From an optimization exercise on the open Yosys and OpenROAD flow, aimed at small area; shortcuts taken in it are not production practice.
Where RTL was checked, it was by simulation tests only, not by an equivalence proof against the original.
Power is estimated from default activity; no workload was simulated.

== the reference run ==
// arp_udp_frame_generator
module arp_udp_frame_generator (
   input  logic        clock,
   input  logic        reset,
   input  logic        start,
   output logic        busy,
   input  logic [32:0] req_data,    
   output logic        rsp_strobe,
   output logic [8:0]  rsp_data,    
   input  logic        csr_we,
   input  logic [2:0]  csr_index,
   input  logic [47:0] csr_wdata
);
Size: about 880 cells after synthesis, roughly 99 I/O pins, roughly 15000 sq um of cells after synthesis.
clock: 5.0 ns
lec_check: 0
cap_margin: 20
core_margin: 2
core_utilization: 55
cts_buf_list: sky130_fd_sc_hd__clkbuf_8
cts_cluster_diameter: 80
cts_cluster_size: 16
slew_margin: 20
synth_hierarchical: 1
synth_minimum_keep_size: 0
standard.sh (not shown) runs the stock make flow with config.mk's settings and CLKGATE_MAP_FILE= SYNTH_SCRIPT=/design/flow/synth_recipe.tcl, a recipe that flattens the netlist after the stock synthesis.
==> flow/flow/run.sh <==
#!/bin/bash
# the standard layout, with plain buf_1 cells as the port buffers, synthesis
# buffers removed at floorplan, and abc mapping for light loads (the layout's
# repair steps size the drivers that need it)
set -euo pipefail
export BUFFER_PORTS_ARGS="-buffer_cell sky130_fd_sc_hd__buf_1"
export REMOVE_ABC_BUFFERS=1
bash standard.sh ABC_LOAD_IN_FF=1 ABC_DRIVER_CELL=sky130_fd_sc_hd__buf_8 finish > standard_flow.log 2>&1
The reference run was carried through to the last stage, and its layout satisfied the timing, design-rule and antenna checks.
Edits applied to the flow inputs when going from the reference run to the trial run:
- CORE_UTILIZATION changed from 55 to 50
[summary]
- The trial run consumes less power than the reference run does.
- The setup slack of the trial run is smaller than that of the reference run.
- Count of filler cells inserted in the layout ended up 16% higher on the trial run than on the reference run.
- Worst setup slack after placement (lower): the trial run
- The trial run vs. the reference run: overall track demand over capacity in global routing saw a decrease; largest fanout of any net on the critical path was more or less identical; met3 capacity usage during global routing shows a reduction of 2.3 points; cell area was more or less identical.

========
## west
Another version of the RTL of arp_udp_frame_generator (not shown whole).
Size in the first run: roughly 910 cells after synthesis, about 99 I/O pins.
Settings: LEC_CHECK=0, CAP_MARGIN=5, CORE_MARGIN=2, CORE_UTILIZATION=40, CTS_BUF_LIST=sky130_fd_sc_hd__clkbuf_8, CTS_CLUSTER_DIAMETER=80, CTS_CLUSTER_SIZE=16, SLEW_MARGIN=5, SYNTH_HIERARCHICAL=1, SYNTH_MINIMUM_KEEP_SIZE=0; clock period 5.0 ns.
Scripts as last shown in full above: flow/flow/run.sh
Edits applied to the flow inputs when going from west to east:
- changing CAP_MARGIN from 5 to 20
- setting GPL_TIMING_DRIVEN to 0 for the first time
- changing CORE_UTILIZATION from 40 to 50
- changing SLEW_MARGIN from 5 to 20
east ends up with a part of the total power dissipated in combinational logic that is 0.3 points higher than in west.
Against west, east reports a area of all placed cells without fillers that is higher.
Relative to west, count of filler cells inserted in the layout has gone down in east.
Relative to west, the fraction of standard cell area in multi-input logic of east is higher by 0.51 points.
Run comparison: east worst setup path startpoint last_r; west worst setup path startpoint cnt[4]
Re post-route clock period utilization: west and east aren't equal, and the higher value belongs to east.

========
arp_udp_frame_generator, a different RTL version from the one above (not shown whole).
For scale: ~910 cells after synthesis, about 0.015 mm2 of cells after synthesis.
Settings: LEC_CHECK=0, CAP_MARGIN=20, CORE_MARGIN=2, CORE_UTILIZATION=50, CTS_BUF_LIST=sky130_fd_sc_hd__clkbuf_8, CTS_CLUSTER_DIAMETER=80, CTS_CLUSTER_SIZE=16, SLEW_MARGIN=20, SYNTH_HIERARCHICAL=1, SYNTH_MINIMUM_KEEP_SIZE=0; clock period 5.0 ns.
Scripts as last shown in full above: flow/flow/run.sh
Next try:
Settings changed: CORE_UTILIZATION 50 to 45.
Setup slack got worse by 120 ps. Power is about the same. Sequential share of layout area falls by 0.31 points. Cell count rose by about 4%. Global-route usage went down by 2.4 points.
No functional check of the RTL was part of any run of this note.

========
arp_udp_frame_generator, a different RTL version from the one above (not shown whole).
Size in the first run: roughly 910 cells after synthesis, roughly 99 I/O pins.
// arp_udp_frame_generator
module arp_udp_frame_generator (
   input  logic        clock,
   input  logic        reset,
   input  logic        start,
   output logic        busy,
   input  logic [32:0] req_data,    
   output logic        rsp_strobe,
   output logic [8:0]  rsp_data,    
   input  logic        csr_we,
   input  logic [2:0]  csr_index,
   input  logic [47:0] csr_wdata
);
export LEC_CHECK = 0
export CAP_MARGIN = 20
export CORE_MARGIN = 2
export CORE_UTILIZATION = 40
export CTS_BUF_LIST = sky130_fd_sc_hd__clkbuf_8
export CTS_CLUSTER_DIAMETER = 60
export CTS_CLUSTER_SIZE = 18
export SLEW_MARGIN = 20
export SYNTH_HIERARCHICAL = 1
export SYNTH_MINIMUM_KEEP_SIZE = 0
create_clock -name core_clock -period 5.0 [get_ports {clock}]
Scripts as last shown in full above: flow/flow/run.sh
==> next run, changes <==
CTS_CLUSTER_DIAMETER = 80   (was 60)
CTS_CLUSTER_SIZE = 16   (was 18)
Effect: Global-route usage goes down by 0.15 points; count of clock-buffer cells in the layout stays the same; register-to-register slack gets better by 0.03 ns; combinational power hardly moves; worst setup slack gets better by 0.028 ns.
==> next run, changes <==
CORE_UTILIZATION = 45   (was 40)
=>
- utilization goes up by 5.0 points
- die area goes down by 11%
- synthesized area is unchanged
- clock power goes down by about 8%
- hold slack gains 0.0042 ns
- wire length goes down by 2.3%
- cell area goes down by 0.77%
- sequential share of layout area goes up by 0.55 points
- critical path depth is unchanged
- register-to-register slack barely changes
- clock-buffer cell count goes down by 2
Function was not checked in any run of this note: the RTL went through the layout flow alone.

========
Setup of old:
RTL: one of the versions met above, not the one the previous note started from.
Size: ~16000 um^2 of cells after synthesis.
Settings: LEC_CHECK=0, CAP_MARGIN=20, CORE_MARGIN=2, CORE_UTILIZATION=40, CTS_BUF_LIST=sky130_fd_sc_hd__clkbuf_8, CTS_CLUSTER_DIAMETER=80, CTS_CLUSTER_SIZE=16, SLEW_MARGIN=20, SYNTH_HIERARCHICAL=1, SYNTH_MINIMUM_KEEP_SIZE=0; clock period 5.0 ns.
Scripts as last shown in full above: flow/flow/run.sh
old reached the final stage; the timing, design-rule and antenna checks on its layout passed.
Inputs modified between old and new:
# old
export LEC_CHECK = 0
export CAP_MARGIN = 20
export CORE_MARGIN = 2
export CORE_UTILIZATION = 40
export CTS_BUF_LIST = sky130_fd_sc_hd__clkbuf_8
export CTS_CLUSTER_DIAMETER = 80
export CTS_CLUSTER_SIZE = 16
export SLEW_MARGIN = 20
export SYNTH_HIERARCHICAL = 1
export SYNTH_MINIMUM_KEEP_SIZE = 0
create_clock -name core_clock -period 5.0 [get_ports {clock}]
# new
export LEC_CHECK = 0
export CAP_MARGIN = 20
export CORE_MARGIN = 2
export CORE_UTILIZATION = 40
export CTS_BUF_LIST = sky130_fd_sc_hd__clkbuf_4 sky130_fd_sc_hd__clkbuf_8
export CTS_CLUSTER_DIAMETER = 60
export CTS_CLUSTER_SIZE = 12
export SLEW_MARGIN = 20
export SYNTH_HIERARCHICAL = 1
export SYNTH_MINIMUM_KEEP_SIZE = 0
create_clock -name core_clock -period 5.0 [get_ports {clock}]
## What came out
- new was carried through to the last stage, and its layout satisfied the timing, design-rule and antenna checks.
- Summary — fraction of final layout cells sized beyond drive strength 1, new relative to old: higher, by 2.3 points.
- When the final numbers for new and old were put side by side, the via count turned out to be greater in new.
- Between old and new, met1 wire length increased.
- Against old, new comes in 1.3 points higher on clock distribution area overhead in the final layout.
- Utilization old -> new: up
- Going from old to new, the post-route standard cell area excluding fillers was found to have gone up by about 1.3%.
- Total global routing track utilization across new and old: no real change.
- Per the comparison of new with old, total power of the final layout has increased, required time reported for the critical path endpoint has decreased, worst hold slack has increased.
- Side by side, slew at the pin closest to its max-slew limit turned out lower in new than in old.

static timing again, ports no longer ideal:
The flow's constraints put no driver on any port. The routed layouts listed below were extracted and timed again, unchanged, in two steps. Step 1 (the two cells are an assumption about what drives the block):
set clk [get_ports {clock}]
set_driving_cell -lib_cell sky130_fd_sc_hd__clkbuf_16 $clk
set_driving_cell -lib_cell sky130_fd_sc_hd__buf_2 [delete_from_list [all_inputs] $clk]
Step 2 moves the port delays by t, midway between the first and last clock arrival at a register: inputs arrive t later, outputs are due t later. That takes back most of the time a late clock gives input paths. Three values: ideal, step 1, step 2; two values: the first two.
run	t (ns)	slack for setup (ns)	worst hold slack (ns)
the reference run	0.666	0.534 / 0.534 / 0.534	0.425 / 0.425 / 0.425
the trial run	0.639	0.442 / 0.442 / 0.442	0.415 / 0.415 / 0.415
west	0.663	0.337 / 0.337 / 0.337	0.406 / 0.406 / 0.406
east	0.649	0.187 / 0.187 / 0.187	0.413 / 0.413 / 0.413
the first run of note 3	0.649	0.817 / 0.817 / 0.817	0.399 / 0.399 / 0.399
the second run of note 3	0.659	0.701 / 0.701 / 0.701	0.415 / 0.415 / 0.415
the first run of note 4	0.667	0.646 / 0.646 / 0.646	0.407 / 0.407 / 0.407
the second run of note 4	0.639	0.674 / 0.674 / 0.674	0.415 / 0.415 / 0.415
the third run of note 4	0.629	0.665 / 0.665 / 0.665	0.419 / 0.419 / 0.419
old	0.665	0.516 / 0.516 / 0.516	0.405 / 0.405 / 0.405
new	0.619	0.498 / 0.498 / 0.498	0.414 / 0.414 / 0.414
After both steps every run listed still meets setup and hold.
